Context: an optimization exercise on an open-source flow, tuned for small area, a short achievable clock period and few clock cycles. The choices shown serve that exercise and are no tape-out recipe.
For this run, only the layout was checked, not whether the RTL still works.
Power and IR drop assume default switching activity.

`design/flow/run.sh`:
```
#!/bin/bash
# synth_recipe.tcl (not shown) runs the flow's synth.tcl, then flattens the netlist and writes it again
# the make line also repeats each setting of config.mk as NAME=value (left out here)
make -C /OpenROAD-flow-scripts/flow DESIGN_CONFIG=/design/flow/config.mk WORK_HOME=/design/flow/orfs CLKGATE_MAP_FILE= SYNTH_SCRIPT=/design/flow/synth_recipe.tcl finish
```
`design/flow/config.mk`:
```
export PLATFORM = sky130hd
export DESIGN_NAME = y_filter_top
export DESIGN_NICKNAME = y_filter_top
export VERILOG_FILES = /design/flow/design.v
export SDC_FILE = /design/flow/constraint.sdc
export NUM_CORES = 4
export LEC_CHECK = 0
export ABC_AREA = 1
export CAP_MARGIN = 20
export CORE_MARGIN = 2
export CORE_UTILIZATION = 55
export CTS_BUF_LIST = sky130_fd_sc_hd__clkbuf_8
export CTS_CLUSTER_DIAMETER = 50
export CTS_CLUSTER_SIZE = 18
export SETUP_SLACK_MARGIN = 2.9
export SLEW_MARGIN = 20
```
`design/flow/constraint.sdc`:
```
create_clock -name core_clock -period 5.5 [get_ports {clock}]
set_input_delay 1.1000 -clock core_clock [delete_from_list [all_inputs] [get_ports {clock}]]
set_output_delay 1.1000 -clock core_clock [all_outputs]
set_load 0.01 [all_outputs]
```
`design/flow/design.v`:
```
package pix_pkg;
	localparam int PIXEL_BITS = 8;
	localparam int LANES      = 4;                   
	typedef logic [PIXEL_BITS-1:0]       pixel_t;
	typedef logic [LANES*PIXEL_BITS-1:0] beat_t;    
	localparam int LINE_BEATS   = 4;                 
	localparam int STORED_LINES = 4;                 
	typedef logic [1:0] col_t;                       
	typedef logic [2:0] row_cnt_t;                   
endpackage
package filt_pkg;
	typedef logic [1:0] rot_t;
	typedef logic [7:0] coeff_t;
	localparam coeff_t H_EDGE   = 8'd6;
	localparam coeff_t H_NEAR   = 8'd58;
	localparam coeff_t H_CENTER = 8'd128;
	typedef logic [15:0] prod_t;                     
	typedef logic [17:0] sum_t;                      
	localparam sum_t ROUND_BIAS  = 18'd128;
	localparam int   ROUND_SHIFT = 8;
endpackage
`timescale 1ns/1ps
module y_filter_top
(
	input  logic  clock,
	input  logic  reset,
	input  logic  in_valid,
	output logic  in_ready,
	input  pix_pkg::beat_t in_data,
	input  logic  in_first,
	output logic  out_valid,
	input  logic  out_ready,
	output pix_pkg::beat_t out_data
);
	localparam int LANES = pix_pkg::LANES;
	localparam int PB    = pix_pkg::PIXEL_BITS;
	localparam int LB    = pix_pkg::LINE_BEATS;
	localparam int DEPTH = LB * pix_pkg::STORED_LINES - 2;    
	logic           adv;                                 
	logic           accept;
	pix_pkg::beat_t sr [DEPTH];                          
	logic [9:0]     g2 [LANES];                          
	logic [11:0]    g3 [LANES];                          
	logic [9:0]     u [LANES];                           
	logic [6:0]     w [LANES];
	logic           uw_valid;
	pix_pkg::col_t  col;
	logic [2:0]     row;
	logic           s_valid;
	pix_pkg::beat_t s_data;
	pix_pkg::beat_t res;
	assign in_ready = adv;
	assign accept   = adv && in_valid;
	pix_pkg::col_t eff_col;
	logic [2:0]    eff_row;
	assign eff_col = in_first ? pix_pkg::col_t'(0) : col;
	assign eff_row = in_first ? 3'd0 : row;
	always_ff @(posedge clock) begin
		if (reset) begin
			col <= '0;
			row <= '0;
		end else if (accept) begin
			col <= eff_col + pix_pkg::col_t'(1);
			if (eff_col == pix_pkg::col_t'(LB - 1) && !eff_row[2]) begin
				row <= eff_row + 3'd1;
			end else begin
				row <= eff_row;
			end
		end
	end
	always_ff @(posedge clock) begin
		if (reset) begin
			uw_valid <= 1'b0;
		end else if (adv) begin
			uw_valid <= in_valid && eff_row[2];          
		end
	end
	function automatic logic [14:0] add15(input logic [14:0] a, input logic [14:0] b);
		logic [14:0] g;
		logic [14:0] p;
		logic [14:0] gg;
		logic [14:0] pp;
		g  = a & b;
		p  = a ^ b;
		gg = g;
		pp = p;
		for (int lv = 0; lv < 4; lv++) begin
			for (int i = 0; i < 15; i++) begin
				if ((i >> lv) & 1) begin
					int j;
					j = ((i >> lv) << lv) - 1;
					gg[i] = gg[i] | (pp[i] & gg[j]);
					pp[i] = pp[i] & pp[j];
				end
			end
		end
		add15 = p ^ {gg[13:0], 1'b0};
	endfunction
	function automatic logic [29:0] csa(input logic [14:0] a, input logic [14:0] b, input logic [14:0] c);
		csa = {(a & b) | (a & c) | (b & c), a ^ b ^ c};
	endfunction
	function automatic logic [14:0] cpa1(input logic [29:0] cs);
		cpa1 = add15(cs[14:0], {cs[28:15], 1'b1});
	endfunction
	always_ff @(posedge clock) begin
		if (accept) begin
			sr[0] <= in_data;
			for (int k = 1; k < DEPTH; k++) begin
				sr[k] <= sr[k-1];
			end
			for (int l = 0; l < LANES; l++) begin
				logic [14:0] t;
				logic [14:0] gx;
				t      = cpa1(csa(15'(sr[13][l*PB +: PB]), ~(15'(sr[9][l*PB +: PB])), ~(15'(sr[1][l*PB +: PB]))));
				g2[l] <= t[9:0];
				gx     = {{5{g2[l][9]}}, g2[l]};
				t      = add15({gx[13:0], 1'b1}, gx);
				g3[l] <= t[11:0];
				t      = cpa1(csa({{3{g3[l][11]}}, g3[l]}, {6'd0, in_data[l*PB +: PB], 1'b1}, {7'd0, in_data[l*PB +: PB]}));
				w[l]  <= t[11:5];
				t      = cpa1(csa(15'(sr[11][l*PB +: PB]), 15'(sr[3][l*PB +: PB]), {6'd0, sr[7][l*PB +: PB], 1'b1}));
				u[l]  <= t[9:0];
			end
		end
	end
	always_comb begin
		for (int l = 0; l < LANES; l++) begin
			logic [14:0] acc;
			acc = add15({5'd0, u[l]}, {{8{w[l][6]}}, w[l]});
			res[l*PB +: PB] = acc[9:2];
		end
	end
	always_ff @(posedge clock) begin
		if (reset) begin
			out_valid <= 1'b0;
			s_valid   <= 1'b0;
			adv       <= 1'b1;
		end else if (s_valid) begin
			if (out_ready) begin
				s_valid <= 1'b0;
				adv     <= 1'b1;
			end
		end else if (!out_valid || out_ready) begin
			out_valid <= uw_valid;
		end else if (uw_valid) begin
			s_valid <= 1'b1;
			adv     <= 1'b0;
		end
	end
	always_ff @(posedge clock) begin
		if (!out_valid || out_ready) begin
			out_data <= s_valid ? s_data : res;
		end
		if (adv) begin
			s_data <= res;
		end
	end
endmodule
```
==> flow_metrics.tcl <==
set metrics [dict create \
    syn-num-nets 2307 \
    holdPathStages 0 \
    drive_gt1_share_pct 16.1 \
    yosysMostFrequentCell "edfxtp_1" \
    tightestPinTransition_ps 623 \
    areaGrowthSynthToFinish_pct 13.3 \
    die_w_um 237 \
    track_usage_pct 17.6 \
    grt_pass1_wl_mm 76.8 \
    power_leakage_uw 0.0139 \
    maxCapViolCount 0 \
    finalNetCount 2504 \
    worstSkewPairLatency_ps 660 \
    rsz0062_at_grt "true" \
    total_power_uw 15400 \
    fillCellCount 4031 \
    synth_cells 1956 \
    hpwl_mm 30.6 \
    ys_warn_count 6 \
    cp_max_fo 3 \
    finalHoldViolCount 0 \
    period_share_pct 48.0 \
    wirelength_mm 47.2 \
    core_area_um2 53800 \
    num_rows 85 \
    r2r_slack_ps 2910 \
    ff2ff_path_depth 10 \
    clock-skew-final_ps 26.0 \
    die_area_um2 56200 \
    synthDistinctLibCells 31 \
    multi_input_area_um2 8680 \
    critPathArrivalTime_ps 3030 \
    drtAntennaViolNets 0 \
    antennaDiodeCount 0 \
    pin_count 71 \
    grt_antenna_before_repair 0 \
    p_per_area_nw_per_um2 456 \
    vias 14500 \
    end_kind "flip-flop" \
    drv_slew 0 \
    clock_path_buffers 3 \
    syn_avg_cell_area_um2 15.3 \
    start_util_pct 55.5 \
    min_period_ps 2640 \
    hold_path_end "sr[3][27]$_DFFE_PP_" \
    relSlewSlack_pct 58.4 \
    clk_pin_slew_worst_paths_ps 80 \
    place_congestion 0.745 \
    ir_drop_v 0.000278 \
    root_buffer "clkbuf_8" \
    cts_inserted_buffers 68 \
    drt_iter0_drc 1059 \
    setup_viol 0 \
    ys_top_cells_by_area "edfxtp_1, fa_1, ha_1, inv_1, nand2_1" \
    async_reset_ff_share_pct 0 \
    hold_buffers 0 \
    startpoint_type "input port" \
    portBuffers 70 \
    fin_cells 2902 \
    seqCellArea_um2 20200 \
    fin_util_pct 62.9 \
    chipHeight_um 237 \
    timing.rr.end "u[1][8]$_DFFE_PP_" \
    max_freq_mhz 379 \
    wl_per_cell_um 16.3 \
    synth_top_area_share_pct 67.1 \
    worstPathRequired_ps 5890 \
    synth_common_cells "edfxtp_1, inv_1, nand2_1, ha_1, fa_1" \
    synth-seq-area-share_pct 67.7 \
    grt_max_degree 121 \
    outcome "no timing/DRC/antenna violations" \
    ys_ff_latch 677 \
    hold_path.startpoint "sr[2][27]$_DFFE_PP_" \
    fin_tns_setup_ps 0 \
    clock-sinks 677 \
    first_global_vias 14800 \
    yosysTopAreaCell "edfxtp_1" \
    synth-main-ff-cell "edfxtp_1" \
    syn_area_um2 29900 \
    htree_levels 3 \
    cts_tree "built" \
    dp.cells 2726 \
    worst-setup-path-type "input port to flip-flop" \
    hp-class "flip-flop to flip-flop" \
    reg2reg_from "sr[3][9]$_DFFE_PP_" \
    drc 0 \
    synth-edff-count 668 \
    viasPerCell 4.98 \
    first_pass_iters 5 \
    grt_overflow_total 0 \
]
layout by cell type, fill, tap and decap left out, types with 12 or more instances in the layout:
master           n
nand2_2         23
edfxtp_1       668
inv_1          336
fa_2            13
clkbuf_8        70
nand2_1        241
dlygate4sd2_1   34
fa_1           131
clkbuf_2        15
a21oi_1         52
ha_1           147
xnor2_1         46
ha_4            22
a21o_1          20
nor2_1          31
nand3_1         51
buf_4           57
xor2_1          34
nand3_2         12
inv_2           21
timing repair:
item	in CTS	in global routing
gates resized for setup	142	71
buffers inserted	34	18
cloned	1	0
setup endpoints to repair	308	80
pin swaps	33	31
final cells by class:
| cell class | count | share of cell area, % |
|---|---|---|
| multi-input combinational | 907 | 25.6 |
| inverter | 365 | 4.16 |
| tap | 696 | 2.57 |
| clock inverter | 53 | 1.63 |
| sequential | 677 | 59.8 |
| clock buffer | 70 | 2.85 |
| timing repair buffer | 134 | 3.35 |
per-stage QoR:
step / area [um^2] / hold WS [ps] / worst slack, ps
floorplan: 30000 / 400 / -5180
global placement: 31700 / 400 / 1740
detailed placement: 31700 / 405 / 1690
CTS: 33600 / 411 / 2850
global route: 33800 / 412 / 2800
finish: 33800 / 414 / 2860
logic make-up after synthesis:
kind of cell / Yosys count / share of synthesized area (%)
AOI/OAI and AO/OA: 120 / 2.63
adders and majority gates: 314 / 16.8
buffers and inverters: 372 / 4.69
DFF: 677 / 67.7
and+or+nand+nor: 392 / 5.78
xor gates and xnor gates: 81 / 2.37
critical path: stages:
cell           delay [ps]
dlygate4sd2_1         290
fa_2                  590
ha_4                  220
inv_2                  70
o21bai_4               70
nor2_2                110
nand2_2                90
fa_2                  360
xor2_1                140
flip-flops by register name (all words and copies together), names as in the netlist:
name and count:
s_data 32, s_valid 1, col 2, g3 48, row 3, uw_valid 1
u 40, out_valid 1, out_data 32, w 28, sr 448, g2 40
adv 1
power breakdown:
part           switching [uW]  internal (uW)
logic                    2610           2020
clock network            1950           1500
registers                 400           6970
metal layers:
| layer | GRT usage, % | up-vias | share of wire, % | wire [um] |
|---|---|---|---|---|
| li1 | - | 7037 | - | - |
| met5 | 0 | - | 0 | 0 |
| met3 | 3.51 | 76 | 3.9 | 1830 |
| met2 | 27.3 | 200 | 46 | 21500 |
| met4 | 4.82 | 0 | 2.0 | 957 |
| met1 | 25.9 | 7147 | 48 | 22900 |
worst max path at each step:
| stage | from | to |
|---|---|---|
| 3_5_place_dp | in_data[10] | w[1][4]$_DFFE_PP_ |
| 4_1_cts | in_data[8] | w[1][4]$_DFFE_PP_ |
| 3_3_place_gp | in_data[2] | w[0][4]$_DFFE_PP_ |
| 2_1_floorplan | in_valid | g2[0][0]$_DFFE_PP_ |
| 6_report | in_data[15] | w[1][4]$_DFFE_PP_ |
| 5_1_grt | sr[7][24]$_DFFE_PP_ | u[3][8]$_DFFE_PP_ |

re-timing with driven ports:
How much do the figures lean on ideal ports? The routed layout below was timed once more, with nothing changed but the port constraints. Step 1, drivers: a clkbuf_16 drives clock and a buf_2 each remaining input, both assumed. Step 2 also shifts input and output timing later by t, the mid clock arrival at the registers, as if the neighbouring blocks saw the same clock. a / b / c = ideal ports / drivers / drivers and shift; a / b = the first two.
t (ns): 0.704
slack for setup (ns): 2.860 / 2.898 / 2.194
worst setup path after step 2: input to register
cell pins on the clock port's net: 1
After both steps this run still meets setup and hold. For this run, drivers alone change the setup slack by +0.038 ns; drivers and shift together by -0.666 ns.
